Context: an optimization exercise on an open-source flow, tuned for small area, a short achievable clock period and few clock cycles. The choices shown serve that exercise and are no tape-out recipe. The RTL was checked by simulation tests, not by an equivalence proof against the original design. Power figures rest on the tool's default switching activity, not on a simulated workload.

Setup of run A:
==> flow/design.v (excerpt) <==
module cpuTop (
    input  logic                       clk,
    input  logic                       reset,
    output logic [32-1:0] wbAdr,
    output logic [32-1:0] wbDatW,
    output logic                       wbWe,
    output logic                       wbCyc,
    output logic                       wbStb,
    input  logic [32-1:0] wbDatR,
    input  logic                       wbAck,
    output logic                       outValid,
    output logic [32-1:0] outData
);
clock: 5.5 ns
lec_check: 0
abc_area: 1
cap_margin: 20
core_margin: 2
core_utilization: 40
place_density: 0.6
setup_slack_margin: 1.8
slew_margin: 20
tns_end_percent: 100
run.sh (not shown) runs the stock make flow with config.mk's settings and CLKGATE_MAP_FILE= SYNTH_SCRIPT=/design/flow/synth_recipe.tcl, a recipe that flattens the netlist after the stock synthesis.
Testbench counts of run A, summed over its fixed seeds: cycles 12,647.
diff inputs: run A => run B
==> flow/flow/run.sh (new file) <==
#!/bin/bash
# The standard layout (the standard.sh, standard synthesis included),
# with the port buffers made from buf_2 cells instead of the flow's default
# choice: every input and output port still gets its own buffer.
set -o pipefail
cp standard.sh standard_sh.log
export BUFFER_PORTS_ARGS="-buffer_cell sky130_fd_sc_hd__buf_2"
bash standard.sh > standard.log 2>&1
==> flow/standard.sh (new file) <==
#!/bin/bash
# synth_recipe.tcl (not shown) runs the flow's synth.tcl, then flattens the netlist and writes it again
# the make line also repeats each setting of config.mk as NAME=value (left out here)
make -C /OpenROAD-flow-scripts/flow DESIGN_CONFIG=/design/flow/config.mk WORK_HOME=/design/flow/orfs CLKGATE_MAP_FILE= SYNTH_SCRIPT=/design/flow/synth_recipe.tcl "${@:-finish}"
-- flow/config.mk --
<<< run A, line 12
export PLACE_DENSITY = 0.6
export SETUP_SLACK_MARGIN = 1.8
export SLEW_MARGIN = 20
>>> run B, line 12
export PLACE_DENSITY = 0.6
export SETUP_SLACK_MARGIN = 2.0
export SLEW_MARGIN = 20
removed: flow/run.sh
## What came out
[run B] fmax rose 19 MHz relative to run A
Run B against run A; largest vdd supply drop is up by more than 10%.
Non-clock buffer count ended up 1 higher on run B than on run A.
Diff run A -> run B | total CTS buffers | down by a few percent
Minimum period implied by the final worst setup slack ended up 0.25 ns lower on run B than on run A.
Relative contribution of the clock network to total power (higher): run A
Inputs modified between run B and run C:
==> flow/run.sh (new file) <==
#!/bin/bash
# synth_recipe.tcl (not shown) runs the flow's synth.tcl, then flattens the netlist and writes it again
# the make line also repeats each setting of config.mk as NAME=value (left out here)
make -C /OpenROAD-flow-scripts/flow DESIGN_CONFIG=/design/flow/config.mk WORK_HOME=/design/flow/orfs CLKGATE_MAP_FILE= SYNTH_SCRIPT=/design/flow/synth_recipe.tcl finish
-- flow/config.mk --
<<< run B, line 10
export CORE_MARGIN = 2
export CORE_UTILIZATION = 40
export PLACE_DENSITY = 0.6
export SETUP_SLACK_MARGIN = 2.0
>>> run C, line 10
export CORE_MARGIN = 2
export CORE_UTILIZATION = 50
export PLACE_DENSITY = 0.7
export SETUP_SLACK_MARGIN = 2.0
removed: flow/flow/run.sh
removed: flow/standard.sh
Findings:
Part of the cycle the worst path needs, run C and run B, higher one = run C. Compared with run B, run C shows global-route usage higher by 7.1 points. Compared with run B, run C shows a lower routed wire length. Number of tap cells added at floorplan in run C is 23% below run B. Cmp run C and run B / clock-buffer cell count / higher: run B. Between run C and run B, core region area is higher for run B, run C comes in under that.

cpuTop again, from the RTL that the note above started with.
Design cpuTop, start of the top module:
module cpuTop (
    input  logic                       clk,
    input  logic                       reset,
    output logic [32-1:0] wbAdr,
    output logic [32-1:0] wbDatW,
    output logic                       wbWe,
    output logic                       wbCyc,
    output logic                       wbStb,
    input  logic [32-1:0] wbDatR,
    input  logic                       wbAck,
    output logic                       outValid,
    output logic [32-1:0] outData
);
clock: 5.5 ns
lec_check: 0
abc_area: 1
cap_margin: 10
core_margin: 2
core_utilization: 40
place_density: 0.6
setup_slack_margin: 2.0
slew_margin: 10
Stock flow here: none of the scripts above is used.
Testbench counts at the start, summed over its fixed seeds: cycles 12,647.
Next try:
CAP_MARGIN = 20   (was 10)
SLEW_MARGIN = 20   (was 10)
TNS_END_PERCENT = 100   (was unset)
=> The new run produced a clean layout. Global-route usage goes up by 0.33 points. Worst hold slack stays flat. Power goes up by 2.8%. Final area goes up by 0.89%. Core utilization goes up by 0.42 points. Die area is unchanged. Combinational power goes up by about 4%.

cpuTop, a different RTL version from the one above (not shown whole).
Size: roughly 3200 cells after synthesis, roughly 140 I/O pins, about 38000 sq um of cells after synthesis.
// cpuTop
module cpuTop (
    input  logic                       clk,
    input  logic                       reset,
    output logic [32-1:0] wbAdr,
    output logic [32-1:0] wbDatW,
    output logic                       wbWe,
    output logic                       wbCyc,
    output logic                       wbStb,
    input  logic [32-1:0] wbDatR,
    input  logic                       wbAck,
    output logic                       outValid,
    output logic [32-1:0] outData
);
    localparam int W = 32;
    localparam int R = 4;
    localparam int P = 10;
    logic [W-1:0] adr;
    logic         cyc;
    logic         we;
    logic         dreq;       
    logic         dLoad;      
    logic [R-1:0] dRd;        
    logic         squash;     
    logic [W-1:0] oReg;       
    logic         outV;
    logic [P-1:0]     pc;      
    isaPkg::instrWord ir;
    logic             irValid;
    logic             irWait;  
    logic [W-1:0]     aReg;    
    logic [W-1:0]     bReg;    
    logic             useImm;
    logic             subOp;
    logic             fwdA;    
    logic             fwdB;    
    logic             fresh;   
    logic [W-1:0] res;
    logic         resPend;
    logic [R-1:0] resRd;
    logic [1:0] cls;
    logic [3:0] kind;
    logic       isAluClass;
    logic       isBranch;
    logic       isSpecial;
    logic       isLoad;
    logic       isStore;
    logic       isOut;
    logic       isMem;
    logic       predTaken;
    assign cls = ir.aluForm.cls;
    assign kind = {ir.ctlForm.kind, ir.ctlForm.variant};
    assign isAluClass = !cls[1];
    assign isBranch = (cls == isaPkg::branch);
    assign isSpecial = (cls == isaPkg::special);
    assign isLoad = isSpecial && (kind == isaPkg::kindLoad);
  ...
clock: 5.5 ns
lec_check: 0
cap_margin: 20
core_margin: 2
core_utilization: 40
place_density: 0.6
setup_slack_margin: 2.0
slew_margin: 20
tns_end_percent: 100
The first run completed without violations.
Testbench counts at the start, summed over its fixed seeds: cycles 12,647.
Change:
ABC_AREA = 1   (was not set)
Worst hold slack improved by 0.012 ns.
Via count climbs by 17%.
Final area climbs by 5.0%.
Routed wire length climbs by 19%.
Flip-flop and latch count is unchanged.
First-iteration DRC count climbs by 34%.
Cell count climbs by 22%.
Clock skew climbs by 0.019 ns.
Combinational power drops by about 3%.
Register-to-register slack improved by 0.34 ns.
Core utilization climbs by 0.81 points.

cpuTop again, from the RTL that the note above started with.
==> flow/config.mk <==
export PLATFORM = sky130hd
export DESIGN_NAME = cpuTop
export DESIGN_NICKNAME = cpuTop
export VERILOG_FILES = /design/flow/design.v
export SDC_FILE = /design/flow/constraint.sdc
export NUM_CORES = 4
export LEC_CHECK = 0
export ABC_AREA = 1
export CAP_MARGIN = 20
export CORE_MARGIN = 2
export CORE_UTILIZATION = 40
export PLACE_DENSITY = 0.6
export SETUP_SLACK_MARGIN = 2.4
export SLEW_MARGIN = 20
export TNS_END_PERCENT = 100
==> flow/constraint.sdc <==
create_clock -name core_clock -period 5.5 [get_ports {clk}]
set_input_delay 1.1000 -clock core_clock [delete_from_list [all_inputs] [get_ports {clk}]]
set_output_delay 1.1000 -clock core_clock [all_outputs]
set_load 0.01 [all_outputs]
standard.sh (not shown) runs the stock make flow with config.mk's settings and CLKGATE_MAP_FILE= SYNTH_SCRIPT=/design/flow/synth_recipe.tcl, a recipe that flattens the netlist after the stock synthesis.
==> flow/flow/run.sh <==
#!/bin/bash
# The standard layout (the standard.sh, standard synthesis included),
# with the port buffers made from buf_2 cells instead of the flow's default
# choice: every input and output port still gets its own buffer.
set -o pipefail
cp standard.sh standard_sh.log
export BUFFER_PORTS_ARGS="-buffer_cell sky130_fd_sc_hd__buf_2"
bash standard.sh > standard.log 2>&1
Testbench counts at the start, summed over its fixed seeds: cycles 12,647.
Rerun with:
==> flow/run.sh (new file) <==
#!/bin/bash
# synth_recipe.tcl (not shown) runs the flow's synth.tcl, then flattens the netlist and writes it again
# the make line also repeats each setting of config.mk as NAME=value (left out here)
make -C /OpenROAD-flow-scripts/flow DESIGN_CONFIG=/design/flow/config.mk WORK_HOME=/design/flow/orfs CLKGATE_MAP_FILE= SYNTH_SCRIPT=/design/flow/synth_recipe.tcl finish
ABC_AREA = not set   (was 1)
SETUP_SLACK_MARGIN = 1.6   (was 2.4)
removed: flow/flow/run.sh
removed: flow/standard.sh
Effect: The new run produced a clean layout. Cell count goes down by about a fifth. Clock-buffer cell count goes down by 5. Non-clock buffer count goes down by 254. Sequential share of layout area goes up by 5.0 points. Via count goes down by about a fifth.

-- port drivers added, routing unchanged --
The results above use ideal ports. As a check the final layouts listed here were re-extracted and re-timed, cells and wires unchanged. Step 1, drivers: a clkbuf_16 drives clk and a buf_2 each remaining input, both assumed. Step 2 moves the port delays by t, midway between the first and last clock arrival at a register: inputs arrive t later, outputs are due t later. That takes back most of the time a late clock gives input paths. Three values: ideal, step 1, step 2; two values: the first two.
run	t (ns)	setup WS [ns]	hold slack, ns	worst setup path after step 2
run A	0.747	1.708 / 1.717 / 0.970	0.463 / 0.463 / 0.463	input to register
run B	0.752	1.959 / 1.878 / 1.127	0.462 / 0.462 / 0.462	input to register
run C	0.725	1.948 / 1.895 / 1.170	0.461 / 0.461 / 0.461	input to register
the first run of note 2	0.750	1.898 / 1.853 / 1.103	0.463 / 0.463 / 0.463	input to register
the second run of note 2	0.719	2.058 / 2.062 / 1.343	0.463 / 0.463 / 0.463	input to register
the first run of note 3	0.718	1.679 / 1.679 / 1.375	0.451 / 0.451 / 0.451	input to register
the second run of note 3	0.742	2.015 / 2.019 / 1.319	0.463 / 0.463 / 0.463	input to register
the first run of note 4	0.731	2.058 / 2.058 / 1.664	0.464 / 0.464 / 0.464	input to register
the second run of note 4	0.715	1.618 / 1.651 / 0.942	0.459 / 0.459 / 0.459	input to register
After both steps every run listed still meets setup and hold. The setup slack of run B, which loses most, moves by -0.081 ns with the drivers and by -0.832 ns with both steps.
